Context: an optimization exercise on an open-source flow, tuned for small area, a short achievable clock period and few clock cycles. The choices shown serve that exercise and are no tape-out recipe. The RTL was checked by simulation tests, not by an equivalence proof against the original design. Power figures rest on the tool's default switching activity, not on a simulated workload.

[flow/run.sh]
#!/bin/bash
# synth_recipe.tcl (not shown) runs the flow's synth.tcl, then flattens the netlist and writes it again
# the make line also repeats each setting of config.mk as NAME=value (left out here)
make -C /OpenROAD-flow-scripts/flow DESIGN_CONFIG=/design/flow/config.mk WORK_HOME=/design/flow/orfs CLKGATE_MAP_FILE= SYNTH_SCRIPT=/design/flow/synth_recipe.tcl finish
[flow/constraint.sdc]
create_clock -name core_clock -period 9.0 [get_ports {clk}]
set_input_delay 1.8000 -clock core_clock [delete_from_list [all_inputs] [get_ports {clk}]]
set_output_delay 1.8000 -clock core_clock [all_outputs]
set_load 0.01 [all_outputs]
[flow/config.mk]
export PLATFORM = sky130hd
export DESIGN_NAME = camera_smooth_approach
export DESIGN_NICKNAME = camera_smooth_approach
export VERILOG_FILES = /design/flow/design.v
export SDC_FILE = /design/flow/constraint.sdc
export NUM_CORES = 4
export LEC_CHECK = 0
export CAP_MARGIN = 20
export CORE_MARGIN = 2
export CORE_UTILIZATION = 40
export SLEW_MARGIN = 20
[flow/design.v]
package csa_pkg;
	localparam logic [1:0] OP_TICK   = 2'd0;
	localparam logic [1:0] OP_TARGET = 2'd1;
	localparam logic [1:0] OP_EFFECT = 2'd2;
	localparam logic [2:0] REG_MIN_X = 3'd0;
	localparam logic [2:0] REG_MAX_X = 3'd1;
	localparam logic [2:0] REG_MIN_Y = 3'd2;
	localparam logic [2:0] REG_MAX_Y = 3'd3;
	localparam logic [2:0] REG_MIN_Z = 3'd4;
	localparam logic [2:0] REG_MAX_Z = 3'd5;
	localparam int US_BITS  = 20;
	localparam int DEN_BITS = 22;
	localparam logic [31:0] BOUND_LO_RST = 32'h8000_0000;
	localparam logic [31:0] BOUND_HI_RST = 32'h7FFF_FFFF;
	typedef struct packed {
		logic       load;
		logic       div_start;
		logic       div_sel;
		logic       m_load;
		logic       rate_set;
		logic       rate_div;
		logic       mul_en;
		logic [3:0] step;
		logic       clamp;
		logic       snap;
		logic       finish;
		logic       out_load;
	} cmd_t;
	typedef struct packed {
		logic op_tick;
		logic us_zero;
		logic m_zero;
		logic div_done;
	} sts_t;
endpackage
module csa_div #(
	parameter int NW = 20,
	parameter int DW = 22
) (
	input  logic          clk,
	input  logic          arst_n,
	input  logic          start,
	input  logic [NW-1:0] num,
	input  logic [DW-1:0] den,
	output logic          done,
	output logic [NW-1:0] quo
);
	localparam int CNTW = $clog2(NW + 1);
	logic [DW-1:0]   rem_q;
	logic [DW-1:0]   den_q;
	logic [NW-1:0]   sh_q;
	logic [CNTW-1:0] cnt_q;
	logic            busy_q;
	logic            done_q;
	logic [DW:0]     trial;
	logic            ge;
	assign trial = {rem_q, sh_q[NW-1]};
	assign ge    = trial >= {1'b0, den_q};
	assign done  = done_q;
	assign quo   = sh_q;
	always_ff @(posedge clk or negedge arst_n) begin
		if (!arst_n) begin
			busy_q <= 1'b0;
			done_q <= 1'b0;
			cnt_q  <= '0;
		end else begin
			done_q <= 1'b0;
			if (start && !busy_q) begin
				busy_q <= 1'b1;
				cnt_q  <= CNTW'(NW);
			end else if (busy_q) begin
				cnt_q <= cnt_q - 1'b1;
				if (cnt_q == CNTW'(1)) begin
					busy_q <= 1'b0;
					done_q <= 1'b1;
				end
			end
		end
	end
	always_ff @(posedge clk) begin
		if (start && !busy_q) begin
			rem_q <= '0;
			den_q <= den;
			sh_q  <= num;
		end else if (busy_q) begin
			rem_q <= ge ? DW'(trial - {1'b0, den_q}) : DW'(trial);
			sh_q  <= {sh_q[NW-2:0], ge};
		end
	end
endmodule
import csa_pkg::*;
module csa_dp #(
	parameter int FRAC_BITS  = 16,
	parameter int COORD_BITS = 32
) (
	input  logic                         clk,
	input  logic                         arst_n,
	input  csa_pkg::cmd_t                cmd,
	output csa_pkg::sts_t                sts,
	input  logic                         cfg_we,
	input  logic [2:0]                   cfg_idx,
	input  logic [31:0]                  cfg_data,
	input  logic [1:0]                   op,
	input  logic [19:0]                  elapsed_us,
	input  logic signed [COORD_BITS-1:0] pos_x,
	input  logic signed [COORD_BITS-1:0] pos_y,
	input  logic signed [COORD_BITS-1:0] pos_z,
	input  logic signed [COORD_BITS-1:0] end_x,
	input  logic signed [COORD_BITS-1:0] end_y,
	input  logic signed [COORD_BITS-1:0] end_z,
	output logic signed [COORD_BITS-1:0] cam_x_out,
	output logic signed [COORD_BITS-1:0] cam_y_out,
	output logic signed [COORD_BITS-1:0] cam_z_out,
	output logic                         bounced,
	output logic                         arrived,
	output logic [2:0]                   phase_out
);
	localparam int F  = FRAC_BITS;
	localparam int CW = COORD_BITS;
	localparam int NW = (F + 3 > US_BITS) ? F + 3 : US_BITS;
	localparam int MW = (CW - F > F) ? CW - F : F;
	localparam logic [F:0]    ONE_Q    = (F+1)'(1) << F;
	localparam logic [F:0]    RATE_Z   = (F+1)'((5 * (2 ** F)) / 21);
	localparam logic [NW-1:0] NUM_MEGA = NW'(1000000);
	localparam logic [NW-1:0] NUM_FAST = NW'(5 * (2 ** F));
	localparam logic [CW-1:0] SNAP_MAX = CW'((2 ** F - 1) / 200);
	logic [31:0] min_q [3];
	logic [31:0] max_q [3];
	logic signed [CW-1:0] cam_q [3];
	logic signed [CW-1:0] tgt_q [3];
	logic signed [CW-1:0] st_q  [3];
	logic signed [CW-1:0] en_q  [3];
	logic [2:0]           phase_q;
	logic                 was_q;
	logic                 bnc_q;
	logic [US_BITS-1:0]   us_q;
	logic [US_BITS-1:0]   m_q;
	logic [F:0]           r_q;
	logic [CW-1:0]        gap_q;
	logic                 up_q;
	logic [MW+F:0]        ph_q;
	logic [MW+F:0]        pl_q;
	logic signed [CW-1:0] lo [3];
	logic signed [CW-1:0] hi [3];
	logic signed [CW-1:0] nt [3];
	logic signed [CW-1:0] c_sel;
	logic signed [CW-1:0] t_sel;
	logic [1:0]           ax;
	logic [MW-1:0]        mop;
	logic [MW+F:0]        prod;
	logic [MW+F:0]        sum;
	logic [CW-1:0]        sc;
	logic                 slow;
	logic                 match;
	logic [2:0]           phase_nx;
	logic                 div_done;
	logic [NW-1:0]        quo;
	logic [NW-1:0]        div_num;
	logic [DEN_BITS-1:0]  div_den;
	logic [DEN_BITS-1:0]  m2;
	logic [DEN_BITS-1:0]  m3;
	assign ax    = cmd.step[3:2];
	assign c_sel = cam_q[ax];
	assign t_sel = tgt_q[ax];
	assign mop   = cmd.step[1:0] == 2'd1 ? MW'(gap_q[CW-1:F]) : MW'(gap_q[F-1:0]);
	assign prod  = (MW+F+1)'(mop * r_q);
	assign sum   = ph_q + (pl_q >> F);
	assign sc    = CW'(sum);
	assign slow  = phase_q >= 3'd2;
	assign match = cam_q[0] == tgt_q[0] && cam_q[1] == tgt_q[1] && cam_q[2] == tgt_q[2];
	assign m2      = {1'b0, m_q, 1'b0};
	assign m3      = m2 + {2'b0, m_q};
	assign div_num = cmd.div_sel ? (slow ? NW'(ONE_Q) : NUM_FAST) : NUM_MEGA;
	assign div_den = cmd.div_sel ? (slow ? m3 : m2) : {2'b0, us_q};
	assign sts.op_tick  = op == OP_TICK;
	assign sts.us_zero  = us_q == '0;
	assign sts.m_zero   = m_q == '0;
	assign sts.div_done = div_done;
	csa_div #(.NW(NW), .DW(DEN_BITS)) u_div (
		.clk    (clk),
		.arst_n (arst_n),
		.start  (cmd.div_start),
		.num    (div_num),
		.den    (div_den),
		.done   (div_done),
		.quo    (quo)
	);
	always_comb begin
		for (int a = 0; a < 3; a++) begin
			lo[a] = CW'($signed(min_q[a]));
			hi[a] = CW'($signed(max_q[a]));
			case (phase_q)
				3'd1:    nt[a] = st_q[a];
				3'd3:    nt[a] = en_q[a];
				default: nt[a] = tgt_q[a];
			endcase
		end
		case (phase_q)
			3'd0:    phase_nx = 3'd0;
			3'd1:    phase_nx = 3'd2;
			3'd2:    phase_nx = was_q ? 3'd3 : 3'd2;
			3'd3:    phase_nx = 3'd4;
			3'd4:    phase_nx = was_q ? 3'd0 : 3'd4;
			default: phase_nx = 3'd0;
		endcase
	end
	always_ff @(posedge clk or negedge arst_n) begin
		if (!arst_n) begin
			for (int a = 0; a < 3; a++) begin
				min_q[a] <= BOUND_LO_RST;
				max_q[a] <= BOUND_HI_RST;
				cam_q[a] <= '0;
				tgt_q[a] <= '0;
			end
			phase_q <= '0;
		end else begin
			if (cfg_we) begin
				case (cfg_idx)
					REG_MIN_X: min_q[0] <= cfg_data;
					REG_MAX_X: max_q[0] <= cfg_data;
					REG_MIN_Y: min_q[1] <= cfg_data;
					REG_MAX_Y: max_q[1] <= cfg_data;
					REG_MIN_Z: min_q[2] <= cfg_data;
					REG_MAX_Z: max_q[2] <= cfg_data;
					default: ;
				endcase
			end
			if (cmd.load) begin
				case (op)
					OP_TARGET: begin
						tgt_q[0] <= pos_x;
						tgt_q[1] <= pos_y;
						tgt_q[2] <= pos_z;
						phase_q  <= 3'd0;
					end
					OP_EFFECT: phase_q <= 3'd1;
					default: ;
				endcase
			end
			if (cmd.mul_en && cmd.step[1:0] == 2'd3)
				cam_q[ax] <= up_q ? c_sel + $signed(sc) : c_sel - $signed(sc);
			if (cmd.clamp) begin
				phase_q <= phase_nx;
				for (int a = 0; a < 3; a++) begin
					if (cam_q[a] < lo[a]) begin
						cam_q[a] <= lo[a];
						tgt_q[a] <= lo[a];
					end else if (cam_q[a] > hi[a]) begin
						cam_q[a] <= hi[a];
						tgt_q[a] <= hi[a];
					end else begin
						tgt_q[a] <= nt[a];
					end
				end
			end
			if (cmd.snap) begin
				for (int a = 0; a < 3; a++) begin
					if ((tgt_q[a] > cam_q[a] ? CW'(tgt_q[a] - cam_q[a])
					     : CW'(cam_q[a] - tgt_q[a])) <= SNAP_MAX)
						cam_q[a] <= tgt_q[a];
				end
			end
			if (cmd.finish && match)
				phase_q <= 3'd0;
		end
	end
	always_ff @(posedge clk) begin
		if (cmd.load) begin
			us_q  <= elapsed_us;
			was_q <= match;
			bnc_q <= 1'b0;
			if (op == OP_EFFECT) begin
				st_q[0] <= pos_x;
				st_q[1] <= pos_y;
				st_q[2] <= pos_z;
				en_q[0] <= end_x;
				en_q[1] <= end_y;
				en_q[2] <= end_z;
			end
		end
		if (cmd.m_load)
			m_q <= quo[US_BITS-1:0];
		if (cmd.rate_set)
			r_q <= (sts.us_zero && slow) ? RATE_Z : ONE_Q;
		if (cmd.rate_div)
			r_q <= quo > NW'(ONE_Q) ? ONE_Q : quo[F:0];
		if (cmd.mul_en) begin
			case (cmd.step[1:0])
				2'd0: begin
					up_q  <= t_sel > c_sel;
					gap_q <= t_sel > c_sel ? CW'(t_sel - c_sel) : CW'(c_sel - t_sel);
				end
				2'd1:    ph_q <= prod;
				2'd2:    pl_q <= prod;
				default: ;
			endcase
		end
		if (cmd.clamp) begin
			for (int a = 0; a < 3; a++)
				if (cam_q[a] < lo[a] || cam_q[a] > hi[a])
					bnc_q <= 1'b1;
		end
		if (cmd.out_load) begin
			cam_x_out <= cam_q[0];
			cam_y_out <= cam_q[1];
			cam_z_out <= cam_q[2];
			bounced   <= bnc_q;
			arrived   <= match;
			phase_out <= phase_q;
		end
	end
endmodule
import csa_pkg::*;
module csa_ctrl (
	input  logic          clk,
	input  logic          arst_n,
	input  logic          in_valid,
	output logic          in_ready,
	output logic          out_valid,
	input  logic          out_ready,
	input  csa_pkg::sts_t sts,
	output csa_pkg::cmd_t cmd
);
	typedef enum logic [9:0] {
		S_IDLE  = 10'b00_0000_0001,
		S_RATE  = 10'b00_0000_0010,
		S_DIV1  = 10'b00_0000_0100,
		S_MCHK  = 10'b00_0000_1000,
		S_DIV2  = 10'b00_0001_0000,
		S_MUL   = 10'b00_0010_0000,
		S_CLAMP = 10'b00_0100_0000,
		S_SNAP  = 10'b00_1000_0000,
		S_FIN   = 10'b01_0000_0000,
		S_DONE  = 10'b10_0000_0000
	} state_t;
	state_t     state_q, state_nx;
	logic [3:0] step_q;
	logic       ov_q;
	logic       out_free;
	assign in_ready  = state_q == S_IDLE;
	assign out_valid = ov_q;
	assign out_free  = !ov_q || out_ready;
	always_comb begin
		cmd      = '0;
		cmd.step = step_q;
		state_nx = state_q;
		case (state_q)
			S_IDLE: begin
				if (in_valid) begin
					cmd.load = 1'b1;
					state_nx = sts.op_tick ? S_RATE : S_DONE;
				end
			end
			S_RATE: begin
				if (sts.us_zero) begin
					cmd.rate_set = 1'b1;
					state_nx     = S_MUL;
				end else begin
					cmd.div_start = 1'b1;
					state_nx      = S_DIV1;
				end
			end
			S_DIV1: begin
				if (sts.div_done) begin
					cmd.m_load = 1'b1;
					state_nx   = S_MCHK;
				end
			end
			S_MCHK: begin
				if (sts.m_zero) begin
					cmd.rate_set = 1'b1;
					state_nx     = S_MUL;
				end else begin
					cmd.div_start = 1'b1;
					cmd.div_sel   = 1'b1;
					state_nx      = S_DIV2;
				end
			end
			S_DIV2: begin
				if (sts.div_done) begin
					cmd.rate_div = 1'b1;
					state_nx     = S_MUL;
				end
			end
			S_MUL: begin
				cmd.mul_en = 1'b1;
				if (step_q == 4'd11)
					state_nx = S_CLAMP;
			end
			S_CLAMP: begin
				cmd.clamp = 1'b1;
				state_nx  = S_SNAP;
			end
			S_SNAP: begin
				cmd.snap = 1'b1;
				state_nx = S_FIN;
			end
			S_FIN: begin
				cmd.finish = 1'b1;
				state_nx   = S_DONE;
			end
			S_DONE: begin
				if (out_free) begin
					cmd.out_load = 1'b1;
					state_nx     = S_IDLE;
				end
			end
			default: state_nx = S_IDLE;
		endcase
	end
	always_ff @(posedge clk or negedge arst_n) begin
		if (!arst_n) begin
			state_q <= S_IDLE;
			step_q  <= '0;
			ov_q    <= 1'b0;
		end else begin
			state_q <= state_nx;
			step_q  <= (state_q == S_MUL) ? step_q + 1'b1 : '0;
			if (cmd.out_load)
				ov_q <= 1'b1;
			else if (out_ready)
				ov_q <= 1'b0;
		end
	end
endmodule
import csa_pkg::*;
module camera_smooth_approach #(
	parameter int FRAC_BITS  = 16,
	parameter int COORD_BITS = 32
) (
	input  logic                         clk,
	input  logic                         arst_n,
	input  logic                         cfg_we,
	input  logic [2:0]                   cfg_idx,
	input  logic [31:0]                  cfg_data,
	input  logic                         in_valid,
	output logic                         in_ready,
	input  logic [1:0]                   op,
	input  logic [19:0]                  elapsed_us,
	input  logic signed [COORD_BITS-1:0] pos_x,
	input  logic signed [COORD_BITS-1:0] pos_y,
	input  logic signed [COORD_BITS-1:0] pos_z,
	input  logic signed [COORD_BITS-1:0] end_x,
	input  logic signed [COORD_BITS-1:0] end_y,
	input  logic signed [COORD_BITS-1:0] end_z,
	output logic                         out_valid,
	input  logic                         out_ready,
	output logic signed [COORD_BITS-1:0] cam_x_out,
	output logic signed [COORD_BITS-1:0] cam_y_out,
	output logic signed [COORD_BITS-1:0] cam_z_out,
	output logic                         bounced,
	output logic                         arrived,
	output logic [2:0]                   phase_out
);
	csa_pkg::cmd_t cmd;
	csa_pkg::sts_t sts;
	csa_ctrl u_ctrl (
		.clk       (clk),
		.arst_n    (arst_n),
		.in_valid  (in_valid),
		.in_ready  (in_ready),
		.out_valid (out_valid),
		.out_ready (out_ready),
		.sts       (sts),
		.cmd       (cmd)
	);
	csa_dp #(.FRAC_BITS(FRAC_BITS), .COORD_BITS(COORD_BITS)) u_dp (
		.clk        (clk),
		.arst_n     (arst_n),
		.cmd        (cmd),
		.sts        (sts),
		.cfg_we     (cfg_we),
		.cfg_idx    (cfg_idx),
		.cfg_data   (cfg_data),
		.op         (op),
		.elapsed_us (elapsed_us),
		.pos_x      (pos_x),
		.pos_y      (pos_y),
		.pos_z      (pos_z),
		.end_x      (end_x),
		.end_y      (end_y),
		.end_z      (end_z),
		.cam_x_out  (cam_x_out),
		.cam_y_out  (cam_y_out),
		.cam_z_out  (cam_z_out),
		.bounced    (bounced),
		.arrived    (arrived),
		.phase_out  (phase_out)
	);
endmodule
==> reports/summary.log <==
qor: floorplan.io_pins 357
qor: placement.dp_worst_setup_slack 0.982 ns
qor: critical_path.critPathCaptureType flip-flop
qor: critical_path.crit_start u_ctrl.step_q[1]
qor: floorplan.floorplan.core_area 0.178 mm^2
qor: drt.average_via_count_per_standard_cell 6.00
qor: drt.drt.antenna.violating_nets 0
qor: yosys.synth.avg_cell_area 9.27 um^2
qor: global_routing.via_count_of_the_first_global_routing_pass 59,600
qor: drt.remaining_drc_errors 0
qor: clock_network.cts-root-to-sink-buffers 3
qor: floorplan.fp-row-count 155
qor: timing.slew_violations 0
qor: timing.worst_clk_skew 0.0664 ns
qor: final_layout.multi_input_comb_area 0.0421 mm^2
qor: clock_network.htreeDepth 3
qor: yosys.synth.top_cell.area_share 19.9%
qor: yosys.synthesis.area 0.0716 mm^2
qor: run_status.run_status timing/DRC/antenna clean
qor: timing.max_slew_margin 12.1%
qor: drt.wl_per_cell 27.8 um
qor: yosys.yosysSeqAreaShare 35.0%
qor: clock_network.cts-resized-gates 0
qor: global_routing.grt_use_met2 46.7%
qor: clock_network.cts_buffers 106
qor: yosys.synth_top_cells_by_area sky130_fd_sc_hd__edfxtp_1 20%, sky130_fd_sc_hd__ha_1 11%, sky130_fd_sc_hd__dfrtp_1 11%
qor: critical_path.reg2reg_from u_ctrl.step_q[1]
qor: clock_network.cts_hold_buffers 0
qor: clock_network.clock_tree_from_tritoncts built
qor: pwr.vdd_ir_drop_max 193 uV
qor: yosys.ys_types 113
qor: yosys.post_synth_edffs 475
qor: clock_network.worst_setup_hold_path_clk_slew 0.06 ns
qor: floorplan.start_util 40.2%
qor: yosys.synth_flop_cell sky130_fd_sc_hd__edfxtp_1
qor: final_layout.nets 9,046
qor: clock_network.ctsRootBufferMaster sky130_fd_sc_hd__clkbuf_16
qor: timing.worst_pin_slew 1.32 ns
qor: timing.layout_worst_path_cycle_share 89.3%
qor: final_layout.area_delta_synth_final 13.4%
qor: placement.gp_congestion 1.05
qor: final_layout.layout.area.seq 0.0251 mm^2
qor: placement.hpwl 221,000 um
qor: pwr.leakagePower 0.0346 uW
qor: critical_path.critPathKind flip-flop to flip-flop
qor: drt.vias 62,200
qor: clock_network.cts_setup_buffers 0
qor: global_routing.antenna_found_initial 23
qor: timing.final-setup-viol-count 0
qor: floorplan.design.die.area 0.182 mm^2
qor: yosys.ys.warnings.count 12
qor: timing.grt_setup_unrepaired no
qor: global_routing.grt-ovfl-total 0
qor: critical_path.crit_path_max_fanout 17
qor: global_routing.grt_most_used_layer met2
qor: yosys.synth_async_sr_flop_share 45.1%
qor: yosys.synth-seq-cells 907
qor: global_routing.all_layer_global_routing_usage 31.0%
qor: yosys.syn_nets 8,855
qor: timing.fin_crit 8.04 ns
qor: flow_run.max_cap_viol_count 0
qor: floorplan.floorplan.die.width 427 um
qor: global_routing.largest_net_degree_at_the_start_of_global_routing 163
qor: global_routing.gr-usage-met1 41.5%
qor: global_routing.global_route_wire_length_before_repair 415,000 um
qor: critical_path.worst_setup_path_start_kind flip-flop
qor: clock_network.clkLatencyLatePin 0.81 ns
qor: final_layout.fill_cells 17,200
qor: critical_path.critical_path_arrival 8.52 ns
qor: hold_path.min-delay-start u_dp.bnc_q
qor: final_layout.final_layout_size_suffix_gt1_share 7.76%
qor: yosys.netlist.top_cell.by_area sky130_fd_sc_hd__edfxtp_1
qor: floorplan.die_h 427 um
qor: global_routing.grtUsageMet3 6.39%
qor: timing.totalNegativeSetupSlack 0 ns
qor: clock_network.sink_count_of_the_clock_tree 907
qor: pwr.power.density 239 mW/mm^2
qor: drt.drt_first_pass_iters 6
qor: timing.hold_viol_final 0
qor: drt.wirelength 288,000 um
qor: timing.maxClockFrequency 0.124 GHz
qor: placement.place.port_buffers 356
qor: drt.drt-initial-drc-count 6,916
qor: timing.postLayoutSetupSlackWorst 0.965 ns
qor: yosys.post_synth_inst_count 7,724
qor: hold_path.hold_path.class flip-flop to flip-flop
qor: critical_path.cp.required 9.49 ns
per-stage QoR:
stage / std cells / utilization [%] / cell area [um^2] / power, uW / hold WS, ns
2_1_floorplan: 7724 / - / 71600 / 11800 / 0.408
3_3_place_gp: 10200 / 43.6 / 77600 / 14700 / 0.415
3_5_place_dp: 10200 / 43.6 / 77600 / 14700 / 0.418
4_1_cts: 10400 / 45.5 / 81200 / 19200 / 0.433
5_1_grt: 10400 / 45.6 / 81200 / 20400 / 0.451
6_report: 10400 / 45.6 / 81200 / 19400 / 0.431
critical path: stages, from the launching register on:
cell and delay (ns):
sky130_fd_sc_hd__dfrtp_1 0.41, sky130_fd_sc_hd__inv_1 0.09, sky130_fd_sc_hd__ha_1 0.57, sky130_fd_sc_hd__mux2_2 0.53, sky130_fd_sc_hd__nand2_1 0.14, sky130_fd_sc_hd__fa_1 0.58
sky130_fd_sc_hd__inv_1 0.06, sky130_fd_sc_hd__fa_1 0.53, sky130_fd_sc_hd__inv_1 0.06, sky130_fd_sc_hd__fa_1 0.49, sky130_fd_sc_hd__inv_1 0.05, sky130_fd_sc_hd__fa_1 0.52
sky130_fd_sc_hd__inv_1 0.05, sky130_fd_sc_hd__fa_1 0.48, sky130_fd_sc_hd__inv_1 0.06, sky130_fd_sc_hd__fa_1 0.37, sky130_fd_sc_hd__ha_1 0.36, sky130_fd_sc_hd__a21o_1 0.20
sky130_fd_sc_hd__or3_1 0.32, sky130_fd_sc_hd__a211oi_1 0.36, sky130_fd_sc_hd__nor3_1 0.18, sky130_fd_sc_hd__o21ai_0 0.42, sky130_fd_sc_hd__a31o_2 0.26, sky130_fd_sc_hd__o21ai_0 0.18
sky130_fd_sc_hd__a21o_1 0.22, sky130_fd_sc_hd__a21oi_1 0.17, sky130_fd_sc_hd__xnor2_1 0.10
synthesized netlist by cell type (101+ instances only):
library cell	count
sky130_fd_sc_hd__inv_1	834
sky130_fd_sc_hd__ha_1	657
sky130_fd_sc_hd__nand2_1	653
sky130_fd_sc_hd__a21oi_1	576
sky130_fd_sc_hd__nor2_1	508
sky130_fd_sc_hd__o21ai_0	488
sky130_fd_sc_hd__edfxtp_1	475
sky130_fd_sc_hd__dfrtp_1	312
sky130_fd_sc_hd__clkbuf_1	284
sky130_fd_sc_hd__fa_1	220
sky130_fd_sc_hd__a21o_1	210
sky130_fd_sc_hd__mux2i_1	208
sky130_fd_sc_hd__a22oi_1	174
sky130_fd_sc_hd__xnor2_1	146
sky130_fd_sc_hd__nor3_1	126
sky130_fd_sc_hd__mux2_2	122
sky130_fd_sc_hd__nor2b_1	112
sky130_fd_sc_hd__nand4_1	106
sky130_fd_sc_hd__xor2_1	103
sky130_fd_sc_hd__nand3_1	101
sequential cells by signal (all words and copies together) (netlist names), 22 cells and up:
register and cells:
u_dp.cam_q 96, u_dp.en_q 96, u_dp.max_q 96, u_dp.min_q 96, u_dp.st_q 96, u_dp.tgt_q 96
u_dp.cam_x_out 32, u_dp.cam_y_out 32, u_dp.cam_z_out 32, u_dp.gap_q 32, u_dp.ph_q 32, u_dp.u_div.den_q 22
u_dp.u_div.rem_q 22
power by group:
group | internal (uW) | leakage, uW | switching, uW
clock | 2500 | 0.00169 | 1980
sequential | 5250 | 0.00973 | 1020
combinational | 3150 | 0.0232 | 5540
cells by family (layout without fill, tap and decap cells):
| family | after synthesis | in the layout | synth area share [%] |
|---|---|---|---|
| AO/OA/AOI/OAI | 2117 | 2117 | 18.8 |
| AND/OR/NAND/NOR | 1988 | 1988 | 13.3 |
| buffers and inverters | 1212 | 1495 | 6.57 |
| flip-flops | 907 | 907 | 35.0 |
| adder cells (fa/ha/maj) | 877 | 877 | 17.6 |
| multiplexers | 374 | 374 | 5.59 |
| XOR/XNOR | 249 | 249 | 3.04 |
| other | 0 | 7 | 0 |
final cells by class:
type	instances	area share (%)
sequential	907	30.9
timing repair buffer	460	5.42
antenna	7	0.0216
clock buffer	132	3.51
multi-input combinational	5605	51.8
inverter	835	3.86
tap	2355	3.63
clock inverter	68	0.837
final timing paths:
check,to,slack [ns],cells after the start
max,u_dp.ph_q[30],0.96,26
min,u_dp.bounced,0.43,0
max reg2reg,u_dp.ph_q[30],0.96,26
min reg2reg,u_dp.bounced,0.43,0
max in group asynchronous,u_dp.tgt_q[2][1],6.42,2
min in group asynchronous,u_dp.tgt_q[0][12],1.06,1
routing by layer:
metal | share of wire [%] | vias up
met5 | 0.060 | -
met4 | 6.6 | 26
met3 | 8.6 | 638
met2 | 43 | 2921
met1 | 42 | 30800
li1 | - | 27800
cell usage in the layout, fill, tap and decap left out, types with 220 or more instances in the layout:
cell type                           n
sky130_fd_sc_hd__dfrtp_1          312
sky130_fd_sc_hd__a21oi_1          575
sky130_fd_sc_hd__edfxtp_1         475
sky130_fd_sc_hd__clkdlybuf4s50_1  355
sky130_fd_sc_hd__nor2_1           506
sky130_fd_sc_hd__ha_1             654
sky130_fd_sc_hd__fa_1             220
sky130_fd_sc_hd__o21ai_0          487
sky130_fd_sc_hd__nand2_1          652
sky130_fd_sc_hd__inv_1            834
Testbench counts, summed over its fixed seeds: cycles 86,674.

[what the ideal ports hide]
The results above use ideal ports. As a check the final layout listed here was re-extracted and re-timed, cells and wires unchanged.
Step 1 assumes that a clkbuf_16 drives the clock port and a buf_2 every other input.
Step 2 times the ports against the registers' clock, not the clock port: input delays grow and output delays shrink by t, the midpoint of the rising clock arrivals with the driver on.
Slacks: no drivers / after step 1 / after step 2; pairs: no drivers / after step 1.
t, ns: 0.858
setup WS [ns]: 0.965 / 0.965 / 0.965
worst setup path at the end: register to register
slew at the worst register clock pin (ns): 0.07 / 0.07
cell pins on the clock port's net: 1
After both steps this run still meets setup and hold. The setup slack of this run moves by 0.000 ns with the drivers and by 0.000 ns with both steps.
